What follows belongs to an exercise in optimizing a design on an open flow for small area; a production flow would make more cautious choices. In this exercise RTL edits were held to simulation tests only and were not proved equivalent to the original. Power figures rest on the tool's default switching activity, not on a simulated workload.

## run 1
Design tlp_loopback_top, start of the top module:
module tlp_loopback_top #(
    parameter int FIFO_DEPTH = 8
) (
    input  wire         clk_pcie,
    input  wire         rst,
    input  wire  [63:0] rx_data,
    input  wire  [7:0]  rx_keep,
    input  wire         rx_last,
    input  wire         rx_valid,
    output logic        rx_ready,
    output logic [63:0] tx_data,
    output logic [7:0]  tx_keep,
    output logic        tx_last,
    output logic        tx_valid,
    input  wire         tx_ready
);
Size in the first run: roughly 1,600 cells after synthesis, ~1,000 flip-flops, roughly 150 I/O pins, about 35,000 um2 of cells after synthesis.
Settings: LEC_CHECK=0, CAP_MARGIN=0, CORE_MARGIN=2, CORE_UTILIZATION=40, SLEW_MARGIN=0, SYNTH_HIERARCHICAL=1, SYNTH_MINIMUM_KEEP_SIZE=0; clock period 5.0 ns.
standard.sh (not shown) runs the stock make flow with config.mk's settings and CLKGATE_MAP_FILE= SYNTH_SCRIPT=/design/flow/synth_recipe.tcl, a recipe that flattens the netlist after the stock synthesis.
==> flow/flow/run.sh <==
#!/bin/bash
# The standard layout (standard.sh) with two changes: the port buffers are plain buf_1
# cells (repair may still size them up), and clock tree synthesis adds no dummy loads.
set -euo pipefail
CTS_ARGS="-sink_clustering_enable -repair_clock_nets -sink_clustering_size 16 -sink_clustering_max_diameter 50 -buf_list sky130_fd_sc_hd__clkbuf_8 -dont_use_dummy_load"
bash standard.sh "BUFFER_PORTS_ARGS=-buffer_cell sky130_fd_sc_hd__buf_1" "CTS_ARGS=${CTS_ARGS}" finish > standard_make.log 2>&1
> inputs changed (run 1 -> run 2)
Settings: CTS_CLUSTER_SIZE: unset -> 10; SLEW_MARGIN: 0 -> 20; CTS_CLUSTER_DIAMETER: unset -> 40; CAP_MARGIN: 0 -> 20; CTS_BUF_LIST: unset -> sky130_fd_sc_hd__clkbuf_4.
==> flow/flow/run.sh <==
#!/bin/bash
# The standard layout (standard.sh) with two changes: the port buffers are plain buf_1
# cells (repair may still size them up), and clock tree synthesis adds no dummy loads.
set -euo pipefail
CTS_ARGS="-sink_clustering_enable -repair_clock_nets -sink_clustering_size 10 -sink_clustering_max_diameter 40 -buf_list sky130_fd_sc_hd__clkbuf_4 -dont_use_dummy_load"
bash standard.sh "BUFFER_PORTS_ARGS=-buffer_cell sky130_fd_sc_hd__buf_1" "CTS_ARGS=${CTS_ARGS}" finish > standard_make.log 2>&1
- Having completed the whole flow, run 2 delivered a layout that passed the timing, design-rule and antenna checks.
- Run 2 and run 1 ended up with nearly the same logic gate share of total power.
- Minimum period implied by the final worst setup slack ends up higher on run 2.
- Core util | run 2 vs run 1 | run 2 lower
- Worst slew slack as a fraction of its limit (higher): run 2
- Across both runs, final-stage net count was higher for run 2 than for run 1.
- | final design area excluding fillers | run 2 vs run 1 | about 0.66% lower |
- ~same xor and xnor area share after synthesis in run 2 and run 1
- Run 1 -> run 2: data-path buffer share of cell area in the final layout flat
- Total routing resource utilization after global routing in run 2 is 0.23 points higher than in run 1
### run 2 -> run 3
Settings: CTS_CLUSTER_DIAMETER no longer set, was 40; CORE_UTILIZATION now 60, was 40; CTS_CLUSTER_SIZE no longer set, was 10; CTS_BUF_LIST no longer set, was sky130_fd_sc_hd__clkbuf_4.
[summary]
The run with more setup slack is run 3; run 2 has less.
Slowest stage cell on the critical path: sky130_fd_sc_hd__and3_4 -> run 3, sky130_fd_sc_hd__and2_2 -> run 2
The HPWL reported at the end of detailed placement of run 3 is lower than that of run 2.
Run 3 contains fewer vias than run 2.
The worst hold slack number comes out lower for run 2 vs run 3.
[diff] post-layout minimum cycle time, run 3 relative to run 2: improvement
Compared with run 2, run 3 is more frugal on power.
Compared to run 2, run 3 reaches a higher achievable clock.
#### Input delta (run 4 over run 3)
Settings: putting CTS_CLUSTER_DIAMETER at 40 where nothing was set; swapping 60 for 40 in CORE_UTILIZATION; putting CTS_BUF_LIST at sky130_fd_sc_hd__clkbuf_4 where nothing was set; putting CTS_CLUSTER_SIZE at 10 where nothing was set.
==> flow/flow/run.sh <==
#!/bin/bash
# The standard layout (standard.sh) with two changes: the port buffers are plain buf_1
# cells (repair may still size them up), and clock tree synthesis adds no dummy loads.
set -euo pipefail
CTS_ARGS="-sink_clustering_enable -repair_clock_nets -sink_clustering_size 30 -sink_clustering_max_diameter 70 -buf_list sky130_fd_sc_hd__clkbuf_16 -dont_use_dummy_load"
bash standard.sh "BUFFER_PORTS_ARGS=-buffer_cell sky130_fd_sc_hd__buf_1" "CTS_ARGS=${CTS_ARGS}" finish > standard_make.log 2>&1
Findings:
Relative to run 3, overall power has gone up in run 4.
Comparing run 4 with run 3, the clock skew came out essentially unchanged.
From run 3 to run 4 the numbers moved as follows: total non-filler cell area in the finished layout picked up an extra 1.6%, die area saw an increase.
Looking at run 4 and run 3, the sequential power is a wash.
Summary of run 4 over run 3: number of buffers added for setup after CTS essentially unchanged, adder and majority gate portion of the synthesized area shows no meaningful change, power drawn by the clock network increased by 9.4% relative to the old numbers, final weighted congestion in routability-driven placement rose about 2%, register-to-register slack lower.
Having completed the whole flow, run 3 delivered a layout that passed the timing, design-rule and antenna checks.
Run 4 was carried through to the last stage, and its layout satisfied the timing, design-rule and antenna checks.

---

v37:
tlp_loopback_top again, from the RTL that the note above started with.
==> flow/config.mk <==
export PLATFORM = sky130hd
export DESIGN_NAME = tlp_loopback_top
export DESIGN_NICKNAME = tlp_loopback_top
export VERILOG_FILES = /design/flow/design.v
export SDC_FILE = /design/flow/constraint.sdc
export NUM_CORES = 4
export LEC_CHECK = 0
export CAP_MARGIN = 20
export CORE_MARGIN = 2
export CORE_UTILIZATION = 40
export CTS_BUF_LIST = sky130_fd_sc_hd__clkbuf_4
export CTS_CLUSTER_DIAMETER = 40
export CTS_CLUSTER_SIZE = 10
export SLEW_MARGIN = 20
export SYNTH_HIERARCHICAL = 1
export SYNTH_MINIMUM_KEEP_SIZE = 0
==> flow/constraint.sdc <==
create_clock -name core_clock -period 5.0 [get_ports {clk_pcie}]
set_input_delay 1.0000 -clock core_clock [delete_from_list [all_inputs] [get_ports {clk_pcie}]]
set_output_delay 1.0000 -clock core_clock [all_outputs]
set_load 0.01 [all_outputs]
==> flow/flow/run.sh <==
#!/bin/bash
# The standard layout (standard.sh) with two changes: the port buffers are plain buf_1
# cells (repair may still size them up), and clock tree synthesis adds no dummy loads.
set -euo pipefail
CTS_ARGS="-sink_clustering_enable -repair_clock_nets -sink_clustering_size 36 -sink_clustering_max_diameter 60 -buf_list sky130_fd_sc_hd__clkbuf_16 -dont_use_dummy_load"
bash standard.sh "BUFFER_PORTS_ARGS=-buffer_cell sky130_fd_sc_hd__buf_1" "CTS_ARGS=${CTS_ARGS}" finish > standard_make.log 2>&1
The flow did not stop early for v37: all stages ran, and the layout cleared the timing, design-rule and antenna checks.
For v35, these inputs were changed with respect to v37:
Settings: clearing CTS_BUF_LIST, which used to be sky130_fd_sc_hd__clkbuf_4; putting GPL_TIMING_DRIVEN at 0 where nothing was set; clearing CTS_CLUSTER_SIZE, which used to be 10; clearing CTS_CLUSTER_DIAMETER, which used to be 40.
==> flow/flow/run.sh <==
#!/bin/bash
# The standard layout (standard.sh) with two changes: the port buffers are plain buf_1
# cells (repair may still size them up), and clock tree synthesis adds no dummy loads.
set -euo pipefail
CTS_ARGS="-sink_clustering_enable -repair_clock_nets -sink_clustering_size 10 -sink_clustering_max_diameter 40 -buf_list sky130_fd_sc_hd__clkbuf_4 -dont_use_dummy_load"
bash standard.sh "BUFFER_PORTS_ARGS=-buffer_cell sky130_fd_sc_hd__buf_1" "CTS_ARGS=${CTS_ARGS}" finish > standard_make.log 2>&1
## What came out
- Diff v37..v35 | XOR/XNOR share of the synthesized area | unchanged
- Per the comparison of v35 with v37, detailed-routing wirelength on met1 shows a reduction of 3.7%; total standard cell area after synthesis shows no meaningful change; cell internal power dissipation shows a reduction of 7.3%.
- Worst setup slack on v35 is behind v37.
- Compared v35 vs v37, and post-layout instance count excluding filler cells is up in v35.
- On critical path depth, the lower figure sits with v37, not v35.
- v35 vs v37, cell at the slowest stage of the critical path: sky130_fd_sc_hd__and2_4 vs sky130_fd_sc_hd__and2_2
- v35: no failed stages, no open violations at the end
- Where half-perimeter wire length after detailed placement is concerned, v37 is better than v35.
- Count of buffering cells on the critical path with inverters included in v35 vs v37: up 1
- v35 drops more vias than v37.
- v35 -> v37: layout filler cell count flat
Changes in v15 relative to v35:
Settings: CTS_CLUSTER_DIAMETER: unset -> 40; CTS_BUF_LIST: unset -> sky130_fd_sc_hd__clkbuf_4; GPL_TIMING_DRIVEN: 0 -> unset; CTS_CLUSTER_SIZE: unset -> 10.
==> flow/run.sh (new file) <==
#!/bin/bash
# synth_recipe.tcl (not shown) runs the flow's synth.tcl, then flattens the netlist and writes it again
# the make line also repeats each setting of config.mk as NAME=value (left out here)
make -C /OpenROAD-flow-scripts/flow DESIGN_CONFIG=/design/flow/config.mk WORK_HOME=/design/flow/orfs CLKGATE_MAP_FILE= SYNTH_SCRIPT=/design/flow/synth_recipe.tcl finish
removed: flow/flow/run.sh
removed: flow/standard.sh
--- outcome ---
Going from v35 to v15, number of cells in the finished layout apart from fillers picked up an extra 42; number of global-route vias before repair went down by 238; number of diodes added for antenna fixing decreased 2; proportion of synthesized flip-flops having asynchronous set or reset comparable. Going from v35 to v15, the clock power share was found to have gone up by 2.9 points. Changes observed in v15 relative to v35: worst-skew pair later-pin latency shrank by 0.02 ns; setup slack fell by 0.22 ns; total number of nets in the final design fell 17; highest achievable clock rate went down. Final HPWL from detailed placement for v15: about 5% down relative to v35.
The inputs of v18 differ from those of v15 as listed below.
==> flow/flow/run.sh (new file) <==
#!/bin/bash
# The standard layout (standard.sh) with two changes: the port buffers are plain buf_1
# cells (repair may still size them up), and clock tree synthesis adds no dummy loads.
set -euo pipefail
CTS_ARGS="-sink_clustering_enable -repair_clock_nets -sink_clustering_size 6 -sink_clustering_max_diameter 30 -buf_list sky130_fd_sc_hd__clkbuf_2 -dont_use_dummy_load"
bash standard.sh "BUFFER_PORTS_ARGS=-buffer_cell sky130_fd_sc_hd__buf_1" "CTS_ARGS=${CTS_ARGS}" finish > standard_make.log 2>&1
==> flow/standard.sh (new file) <==
#!/bin/bash
# synth_recipe.tcl (not shown) runs the flow's synth.tcl, then flattens the netlist and writes it again
# the make line also repeats each setting of config.mk as NAME=value (left out here)
make -C /OpenROAD-flow-scripts/flow DESIGN_CONFIG=/design/flow/config.mk WORK_HOME=/design/flow/orfs CLKGATE_MAP_FILE= SYNTH_SCRIPT=/design/flow/synth_recipe.tcl "${@:-finish}"
removed: flow/run.sh
==> run notes <==
As of v18, number of standard cells in the layout, taps in and fillers out had risen by a few percent compared to v15.
From v18 to v15, DRC violations left did not move at all.
Re power per standard cell area: v18 and v15 aren't equal, and the higher value belongs to v15.
In v18 relative to v15, largest voltage drop on the vdd net had gone up by more than 10%.
v15 has a higher area of placed instances than v18.
Sort v18 and v15 by hold slack, ascending, and v18 comes first.
Buffer count excluding the clock tree in the final layout for v18: 65 up relative to v15
v18 reports its path category of the worst min-delay check as input port to flip-flop while v15 reports flip-flop to flip-flop.
Summed area of non-filler cells in the final layout for v18: 760 sq um down relative to v15
Total wire length after detailed routing, v18 vs v15: up by a few percent
Taking v15 as the reference point, the number of cells on the worst hold path of v18 falls by 1.

## separate check: timing with driven ports
The results above use ideal ports. As a check the final layouts listed here were re-extracted and re-timed, cells and wires unchanged.
Step 1 (the two cells are an assumption about what drives the block):
set clk [get_ports {clk_pcie}]
set_driving_cell -lib_cell sky130_fd_sc_hd__clkbuf_16 $clk
set_driving_cell -lib_cell sky130_fd_sc_hd__buf_2 [delete_from_list [all_inputs] $clk]
Step 2 adds t to the input delays and takes it off the output delays; t is the mean of the earliest and latest rising clock arrival at the registers after step 1. Input paths then give back, and output paths get back, about the clock's delay inside the block.
Three values: no drivers, after step 1, after step 2; two values: the first two.
run | shift t [ns] | setup slack, ns | worst slew at a driven data input, ns | pins driven straight from the clock port
run 1 | 0.764 | 0.512 / 0.448 / 1.016 | 0.13 | 1
run 2 | 1.037 | 0.228 / 0.166 / 1.005 | 0.14 | 1
run 3 | 1.023 | 0.322 / 0.266 / 1.161 | 0.10 | 1
run 4 | 0.657 | 0.660 / 0.594 / 1.038 | 0.13 | 1
v37 | 0.694 | 0.581 / 0.515 / 1.021 | 0.13 | 1
v35 | 1.000 | 0.396 / 0.338 / 0.927 | 0.14 | 1
v15 | 1.010 | 0.180 / 0.117 / 1.033 | 0.12 | 1
v18 | 1.407 | 0.187 / 0.124 / 0.937 | 0.08 | 1
After both steps every run listed still meets setup and hold.
